From an optimization exercise on the open Yosys and OpenROAD flow, aimed at small area; shortcuts taken in it are not production practice. In this exercise RTL edits were held to simulation tests only and were not proved equivalent to the original. No activity file was given, so power comes from the tool's default toggle rates.

### config.mk
export PLATFORM = sky130hd
export DESIGN_NAME = tank_game_top
export DESIGN_NICKNAME = tank_game_top
export VERILOG_FILES = /design/flow/design.v
export SDC_FILE = /design/flow/constraint.sdc
export NUM_CORES = 4
export LEC_CHECK = 0
export CAP_MARGIN = 20
export CORE_MARGIN = 2
export CORE_UTILIZATION = 40
export PLACE_DENSITY = 0.6
export SLEW_MARGIN = 20
### constraint.sdc
create_clock -name core_clock -period 7.0 [get_ports {Reset}]
set_input_delay 1.4000 -clock core_clock [delete_from_list [all_inputs] [get_ports {Reset}]]
set_output_delay 1.4000 -clock core_clock [all_outputs]
set_load 0.01 [all_outputs]
### design.v
package tank_pkg;
	typedef logic [9:0] coord_t;  
	typedef logic [2:0] dir_t;
	typedef logic [6:0] angle_t;  
	typedef logic [15:0] key_pair_t;
	typedef logic [31:0] key_word_t;
	typedef logic [25:0] tank_state_t;
	typedef logic [23:0] bullet_t;
endpackage
module tank_base_move #(
	parameter tank_pkg::coord_t INIT_X = 10'd0,  
	parameter tank_pkg::coord_t INIT_Y = 10'd0
) (
	input  logic       Reset,      
	input  logic       frame_clk,  
	input  logic [7:0] key,
	output tank_pkg::coord_t     x,
	output tank_pkg::coord_t     y,
	output tank_pkg::dir_t       base_dir
);
	tank_pkg::coord_t x_nxt;
	tank_pkg::coord_t y_nxt;
	tank_pkg::dir_t   dir_nxt;
	always_comb begin
		x_nxt = x;
		y_nxt = y;
		dir_nxt = base_dir;
		case (key)
			8'd1: begin
				if (x != '0) begin
					x_nxt = x - 10'd1;
				end
				dir_nxt = 3'd2;
			end
			8'd2: begin
				if ({1'b0, y} + 11'(32) >= 11'(479)) begin
					y_nxt = 10'(479 - 32);
				end else begin
					y_nxt = y + 10'd1;
				end
				dir_nxt = 3'd4;
			end
			8'd3: begin
				if (y != '0) begin
					y_nxt = y - 10'd1;
				end
				dir_nxt = 3'd0;
			end
			8'd4: begin
				if ({1'b0, x} + 11'(32) >= 11'(639)) begin
					x_nxt = 10'(639 - 32);
				end else begin
					x_nxt = x + 10'd1;
				end
				dir_nxt = 3'd6;
			end
			default: ;  
		endcase
	end
	always_ff @(posedge Reset or posedge frame_clk) begin
		if (frame_clk) begin
			x <= INIT_X;
			y <= INIT_Y;
			base_dir <= '0;
		end else begin
			x <= x_nxt;
			y <= y_nxt;
			base_dir <= dir_nxt;
		end
	end
endmodule
module turret_ctrl (
	input  logic       Reset,      
	input  logic       frame_clk,  
	input  logic [7:0] key,
	output tank_pkg::dir_t       aim,
	output logic       fire_go
);
	tank_pkg::angle_t angle;
	logic   fire_latch;
	logic [$clog2(16)-1:0] phase;  
	assign aim = angle[6:4];
	assign fire_go = fire_latch && (phase == '0);
	always_ff @(posedge Reset or posedge frame_clk) begin
		if (frame_clk) begin
			angle <= '0;
		end else begin
			case (key)
				8'd1:   angle <= angle + 7'd1;
				8'd2: angle <= angle - 7'd1;
				default: ;
			endcase
		end
	end
	always_ff @(posedge Reset or posedge frame_clk) begin
		if (frame_clk) begin
			fire_latch <= 1'b0;
			phase <= '0;
		end else begin
			phase <= phase + 1'b1;
			if (fire_go) begin
				fire_latch <= 1'b0;
			end else if (key == 8'd3) begin
				fire_latch <= 1'b1;
			end
		end
	end
endmodule
module bullet_step (
	input  tank_pkg::bullet_t                  cur,
	input  logic [2*26-1:0]            tanks,
	output tank_pkg::bullet_t                  nxt,
	output logic [2-1:0]               hit
);
	logic              cur_valid;
	tank_pkg::dir_t    cur_dir;
	tank_pkg::coord_t  cur_x;
	tank_pkg::coord_t  cur_y;
	logic signed [1:0] dx;
	logic signed [1:0] dy;
	logic              off_screen;
	assign cur_valid = cur[23];
	assign cur_dir   = cur[22:20];
	assign cur_x     = cur[19:10];
	assign cur_y     = cur[9:0];
	always_comb begin
		case (cur_dir)
			3'd0: begin dx = 2'sd0;  dy = -2'sd1; end  
			3'd1: begin dx = -2'sd1; dy = -2'sd1; end
			3'd2: begin dx = -2'sd1; dy = 2'sd0;  end  
			3'd3: begin dx = -2'sd1; dy = 2'sd1;  end
			3'd4: begin dx = 2'sd0;  dy = 2'sd1;  end  
			3'd5: begin dx = 2'sd1;  dy = 2'sd1;  end
			3'd6: begin dx = 2'sd1;  dy = 2'sd0;  end  
			default: begin
				dx = 2'sd1;
				dy = -2'sd1;
			end
		endcase
	end
	always_comb begin
		for (int k = 0; k < 2; k++) begin
			hit[k] = cur_valid
				&& (cur_x >= tanks[k*26+16 +: 10])
				&& ({1'b0, cur_x} < {1'b0, tanks[k*26+16 +: 10]} + 11'(32))
				&& (cur_y >= tanks[k*26+6 +: 10])
				&& ({1'b0, cur_y} < {1'b0, tanks[k*26+6 +: 10]} + 11'(32));
		end
	end
	assign off_screen = (cur_x > 10'(639)) || (cur_y > 10'(479));
	always_comb begin
		if (!cur_valid || (hit != '0) || off_screen) begin
			nxt = '0;  
		end else begin
			nxt[23] = 1'b1;
			nxt[22:20] = cur_dir;
			nxt[19:10] = cur_x + {{8{dx[1]}}, dx};  
			nxt[9:0] = cur_y + {{8{dy[1]}}, dy};
		end
	end
endmodule
module bullet_bank (
	input  logic                         Reset,      
	input  logic                         frame_clk,  
	input  logic                         fire_go,
	input  tank_pkg::tank_state_t        shooter,
	input  logic [2*26-1:0]      tanks,
	output logic [4*24-1:0]      slots,
	output logic [2-1:0]         hit
);
	logic [4*24-1:0]                  slot_nxt;
	logic [4*2-1:0]           slot_hit;
	logic [4-1:0]                     spawn_sel;  
	logic                                     taken;
	tank_pkg::bullet_t                        spawn;
	for (genvar g = 0; g < 4; g++) begin : g_slot
		bullet_step u_bullet_step (
			.cur   (slots[g*24 +: 24]),
			.tanks (tanks),
			.nxt   (slot_nxt[g*24 +: 24]),
			.hit   (slot_hit[g*2 +: 2])
		);
	end
	always_comb begin
		hit = '0;
		for (int i = 0; i < 4; i++) begin
			hit = hit | slot_hit[i*2 +: 2];
		end
	end
	always_comb begin
		taken = 1'b0;
		spawn_sel = '0;
		for (int i = 0; i < 4; i++) begin
			if (fire_go && !slots[i*24+23] && !taken) begin
				spawn_sel[i] = 1'b1;
				taken = 1'b1;
			end
		end
	end
	always_comb begin
		spawn[23] = 1'b1;
		spawn[22:20] = shooter[2:0];
		spawn[19:10] = shooter[25:16] + 10'(32 / 2);
		spawn[9:0] = shooter[15:6] - 10'd1;
	end
	always_ff @(posedge Reset or posedge frame_clk) begin
		if (frame_clk) begin
			slots <= '0;
		end else begin
			for (int i = 0; i < 4; i++) begin
				slots[i*24 +: 24] <= spawn_sel[i] ? spawn : slot_nxt[i*24 +: 24];
			end
		end
	end
endmodule
module tank_game_top (
	input  logic                                     Reset,      
	input  logic                                     frame_clk,  
	input  tank_pkg::key_word_t                      keys,       
	output logic [2*26-1:0]                  tanks,      
	output logic [2*4*24-1:0]        bullets,    
	output logic [2-1:0]                     hit
);
	tank_pkg::coord_t [2-1:0]                 pos_x;
	tank_pkg::coord_t [2-1:0]                 pos_y;
	tank_pkg::dir_t [2-1:0]                   base_dir;
	tank_pkg::dir_t [2-1:0]                   aim;
	logic [2-1:0]                             fire_go;
	logic [2*2-1:0]                   bank_hit;  
	localparam logic [2*10-1:0] INIT_X = {10'(400), 10'(200)};
	localparam logic [2*10-1:0] INIT_Y = {10'(400), 10'(200)};
	for (genvar g = 0; g < 2; g++) begin : g_tank
		tank_base_move #(
			.INIT_X    (INIT_X[g*10 +: 10]),
			.INIT_Y    (INIT_Y[g*10 +: 10])
		) u_tank_base_move (
			.Reset     (Reset),
			.frame_clk (frame_clk),
			.key       (keys[(2-1-g)*16+8 +: 8]),
			.x         (pos_x[g]),
			.y         (pos_y[g]),
			.base_dir  (base_dir[g])
		);
		turret_ctrl u_turret_ctrl (
			.Reset     (Reset),
			.frame_clk (frame_clk),
			.key       (keys[(2-1-g)*16 +: 8]),
			.aim       (aim[g]),
			.fire_go   (fire_go[g])
		);
		bullet_bank u_bullet_bank (
			.Reset     (Reset),
			.frame_clk (frame_clk),
			.fire_go   (fire_go[g]),
			.shooter   (tanks[g*26 +: 26]),
			.tanks     (tanks),
			.slots     (bullets[g*4*24 +: 4*24]),
			.hit       (bank_hit[g*2 +: 2])
		);
	end
	always_comb begin
		for (int t = 0; t < 2; t++) begin
			tanks[t*26 +: 26] = {pos_x[t], pos_y[t], base_dir[t], aim[t]};
		end
	end
	always_comb begin
		hit = '0;
		for (int b = 0; b < 2; b++) begin
			hit = hit | bank_hit[b*2 +: 2];
		end
	end
endmodule
### run.sh
#!/bin/bash
# synth_recipe.tcl (not shown) runs the flow's synth.tcl, then flattens the netlist and writes it again
# the make line also repeats each setting of config.mk as NAME=value (left out here)
make -C /OpenROAD-flow-scripts/flow DESIGN_CONFIG=/design/flow/config.mk WORK_HOME=/design/flow/orfs CLKGATE_MAP_FILE= SYNTH_SCRIPT=/design/flow/synth_recipe.tcl finish
==> impl_metrics.tcl <==
set metrics [dict create \
    root_buffer "clkbuf_16" \
    skew_ns 0.0268 \
    drt_iter0_drc 2249 \
    synth-edff-count 0 \
    critPathRequiredTime_ns 5.60 \
    initial_core_util 0.404 \
    r2r_cells 13 \
    antennaDiodeCount 0 \
    worstPathCellList "ha_1 > nand3_1 > xnor2_1 > ha_1 > o21ai_0 > nor2_1 > o21ai_0 > a31oi_1 > a211o_1 > nor4bb_1 > nor2b_1 > nand4_1 > clkdlybuf4s50_1" \
    drtAntennaViolNets 0 \
    critPathCaptureType "output pin" \
    drtPass1Iterations 8 \
    r2r_slack_ns 2.22 \
    vias_per_cell 6.03 \
    synth-xor-area-share 0.0608 \
    core.rowCount 98 \
    finalWirelength_microns 109000 \
    endpoint "hit[0]" \
    layout_setup_ws_ns 0.308 \
    synth_top_flop_cell "dfrtp_1" \
    fp.coreArea_sq_um 71600 \
    ir_worst_vdd_mv 0.165 \
    critical_path_buf_inv_count 1 \
    startpoint "g_tank[0].u_tank_base_move.y[5]" \
    power-per-cell-area_nw_per_um2 192 \
    worst-path-max-fanout 16 \
    drv_cap 0 \
    ys_seq_area_frac 0.225 \
    grt_max_degree 122 \
    crit_family "simple AND/OR/NAND/NOR gates" \
    worst_pin_slew_ns 1.13 \
    path_class "flop to output pin" \
    place_hpwl_microns 84200 \
    cts-resized-gates 0 \
    cts_tree "built" \
    clk_pin_slew_ns 0.06 \
    rr_endpoint "g_tank[0].u_bullet_bank.slots[28]" \
    dp.cells 4451 \
    synth_compound_area_frac 0.221 \
    area_delta_synth_final_pct 17.3 \
    hold_viol 0 \
    ys_warn_count 6 \
    arrival_ns 5.29 \
    synthCells 3279 \
    cts_setup_buffers 0 \
    status "complete, no violations" \
    min_period_over_period 0.956 \
    cts_made_buffers 35 \
    hold_path_class "flop to flop" \
    leakagePower_uw 0.0159 \
    drc 0 \
    slowest_stage "xnor2_1" \
    yosys.area_share.adder 0.296 \
    htree_levels 2 \
    tns_ns 0 \
    overflow 0 \
    die_h_microns 273 \
    syn_avg_cell_area_sq_um 8.83 \
    nNetsFinal 4246 \
    setup_violations 0 \
    fmaxAchievable_mhz 149 \
    ys_types 91 \
    gp_congestion 0.979 \
    slew_headroom 0.239 \
    worstSetupPathDepth 13 \
    min_period_ns 6.69 \
    async_flop_share 1.00 \
    hold_ws_ns 0.474 \
    dieArea_sq_um 74600 \
    rr_startpoint "g_tank[0].u_tank_base_move.y[5]" \
    synthMuxAreaShare 0.00281 \
    via_count 27200 \
    drive_above_1_share 0.0472 \
    grtUsageTotal 0.287 \
    cp-start-kind "flop" \
    wire_per_inst_microns 24.2 \
    synth_top_family_by_area "adder cells" \
    synth-simple-area-share 0.154 \
    clkLatencyLatePin_ns 0.56 \
    clock-sinks 260 \
    place_ws_ns 1.01 \
    hold_buffers 0 \
    fin_cells 4513 \
    final_util 0.475 \
    ys_seq_elements 260 \
    dieWidth_microns 273 \
    cts_buffer_depth 3 \
    grt_pass1_wl_microns 163000 \
    rsz0062_at_grt "false" \
    max_stage_delay_ns 0.90 \
    grt_pass1_vias 26100 \
    grt_antenna_before_repair 2 \
    netlist_area_sq_um 29000 \
    slew_viol_final 0 \
    ios 280 \
    port_buffers 277 \
]
## cell usage in the layout (no fill, tap or decap), drive strengths merged, types with 11 or more instances in the layout
| cell type | n |
|---|---|
| nand2b | 75 |
| inv | 181 |
| o22ai | 140 |
| and2 | 13 |
| a211oi | 39 |
| o211ai | 34 |
| xnor2 | 123 |
| nor4 | 20 |
| o21bai | 14 |
| dfstp | 12 |
| and3 | 18 |
| o32ai | 12 |
| nor3 | 78 |
| clkdlybuf4s50 | 277 |
| nand2 | 206 |
| nor2b | 54 |
| o21ai | 267 |
| ha | 655 |
| clkbuf | 51 |
| or4 | 24 |
| a211o | 11 |
| fa | 18 |
| a41o | 13 |
| buf | 37 |
| a31oi | 29 |
| dfrtp | 248 |
| xor2 | 75 |
| a221oi | 14 |
| o21a | 28 |
| o2111ai | 18 |
| nor3b | 12 |
| or2 | 23 |
| or3 | 25 |
| nand3 | 92 |
| o221ai | 14 |
| a21oi | 225 |
| a2111oi | 12 |
| nand4 | 44 |
| a21o | 70 |
| nor2 | 140 |
## cell type report
class / count / area, sq um
Sequential cell: 260 / 6520
Inverter: 184 / 699
Tap cell: 950 / 1190
Fill cell: 6944 / 37600
Clock buffer: 51 / 1040
Multi-Input combinational cell: 2744 / 21300
Timing Repair Buffer: 314 / 3090
Clock inverter: 10 / 154
## worst min path at each step
stage | slack [ns] | cells past startpoint | startpoint | endpoint
5_1_grt | 0.50 | 1 | g_tank[1].u_turret_ctrl.phase[3] | g_tank[1].u_turret_ctrl.phase[3]
3_3_place_gp | 0.46 | 1 | g_tank[1].u_turret_ctrl.phase[0] | g_tank[1].u_turret_ctrl.phase[0]
4_1_cts | 0.48 | 1 | g_tank[1].u_turret_ctrl.phase[3] | g_tank[1].u_turret_ctrl.phase[3]
6_report | 0.47 | 1 | g_tank[1].u_turret_ctrl.phase[0] | g_tank[1].u_turret_ctrl.phase[0]
3_5_place_dp | 0.47 | 1 | g_tank[1].u_turret_ctrl.phase[3] | g_tank[1].u_turret_ctrl.phase[3]
2_1_floorplan | 0.44 | 1 | g_tank[1].u_turret_ctrl.phase[0] | g_tank[1].u_turret_ctrl.phase[0]
## per-layer routing
layer / vias to the layer above / global-route usage / share of wire
met3: 193 / 0.0413 / 0.065
met2: 964 / 0.461 / 0.45
li1: 12900 / - / -
met5: - / 0 / 0.00030
met1: 13200 / 0.389 / 0.45
met4: 4 / 0.106 / 0.040
## power by group
part	switching (uW)	internal [uW]	leakage, uW
registers	328	1610	0.00350
clock network	740	1140	0.000580
logic	1530	1150	0.0118
total	2600	3910	0.0159
## cell families (layout without fill, tap and decap cells)
group,after synthesis,after routing
flip-flops,260,260
AO/OA/AOI/OAI,1007,1007
buffers and inverters,276,559
XOR/XNOR,198,198
multiplexers,8,8
other,1,2
adder cells (fa/ha/maj),674,674
AND/OR/NAND/NOR,855,855
## per-stage QoR
step / area (sq um) / total power, uW
2_1_floorplan: 29000 / 3620
3_3_place_gp: 32800 / 4590
3_5_place_dp: 32800 / 4600
4_1_cts: 33900 / 6510
5_1_grt: 34000 / 6890
6_report: 34000 / 6510
## cells in the mapped netlist, types with 14 or more instances
library cell	number	area (sq um)
ha_1	655	8200
o21ai_0	264	1320
dfrtp_1	248	6210
a21oi_1	225	1130
nand2_1	205	769
inv_1	178	668
nor2_1	140	526
o22ai_1	131	820
xnor2_1	121	1060
nand3_1	90	450
nor3_1	76	380
nand2b_1	75	469
xor2_1	75	657
a21o_1	70	526
nor2b_1	54	338
clkbuf_1	50	188
nand4_1	44	275
a211oi_1	39	293
o211ai_1	34	255
a31oi_1	29	181
o21a_1	28	210
or3_1	25	156
or4_1	24	180
buf_4	22	165
or2_2	22	138
nor4_1	19	119
and3_1	18	113
fa_1	18	360
o2111ai_1	18	158
buf_2	15	75.1
a221oi_1	14	123
o21bai_1	14	105
o221ai_1	14	123
## flip-flops by register name, indices dropped and copies added, names as in the netlist
register and flops:
g_tank.u_bullet_bank.slots 192, g_tank.u_tank_base_move.x 20, g_tank.u_tank_base_move.y 20, g_tank.u_turret_ctrl.angle 14, g_tank.u_turret_ctrl.phase 8, g_tank.u_tank_base_move.base_dir 4
g_tank.u_turret_ctrl.fire_latch 2
## worst register-to-register path: cells and delay by family (launching register included)
| kind | cells | cell delay [ns] |
|---|---|---|
| and+or+nand+nor | 4 | 1.02 |
| xor gates and xnor gates | 1 | 0.90 |
| DFF | 1 | 0.80 |
| AOI/OAI and AO/OA | 5 | 0.77 |
| adders and majority gates | 2 | 0.75 |
| buffers and inverters | 1 | 0.36 |

==> port drivers added, routing unchanged <==
In the flow no input, the clock included, has a driving cell. The finished layout below was timed again as built, in two steps. Step 1 sets driving cells, clkbuf_16 on the clock port and buf_2 on the other inputs (assumed; they add their load-dependent delay and slew). Step 2 moves the port delays by t, midway between the first and last clock arrival at a register: inputs arrive t later, outputs are due t later. That takes back most of the time a late clock gives input paths. a / b / c = ideal / step 1 / step 2; a / b = the first two.
shift t [ns]: 0.605
setup slack, ns: 0.308 / 0.245 / 0.850
pins driven straight from the clock port: 1
After both steps this run still meets setup and hold. For this run, drivers alone change the setup slack by -0.063 ns; drivers and shift together by +0.542 ns.
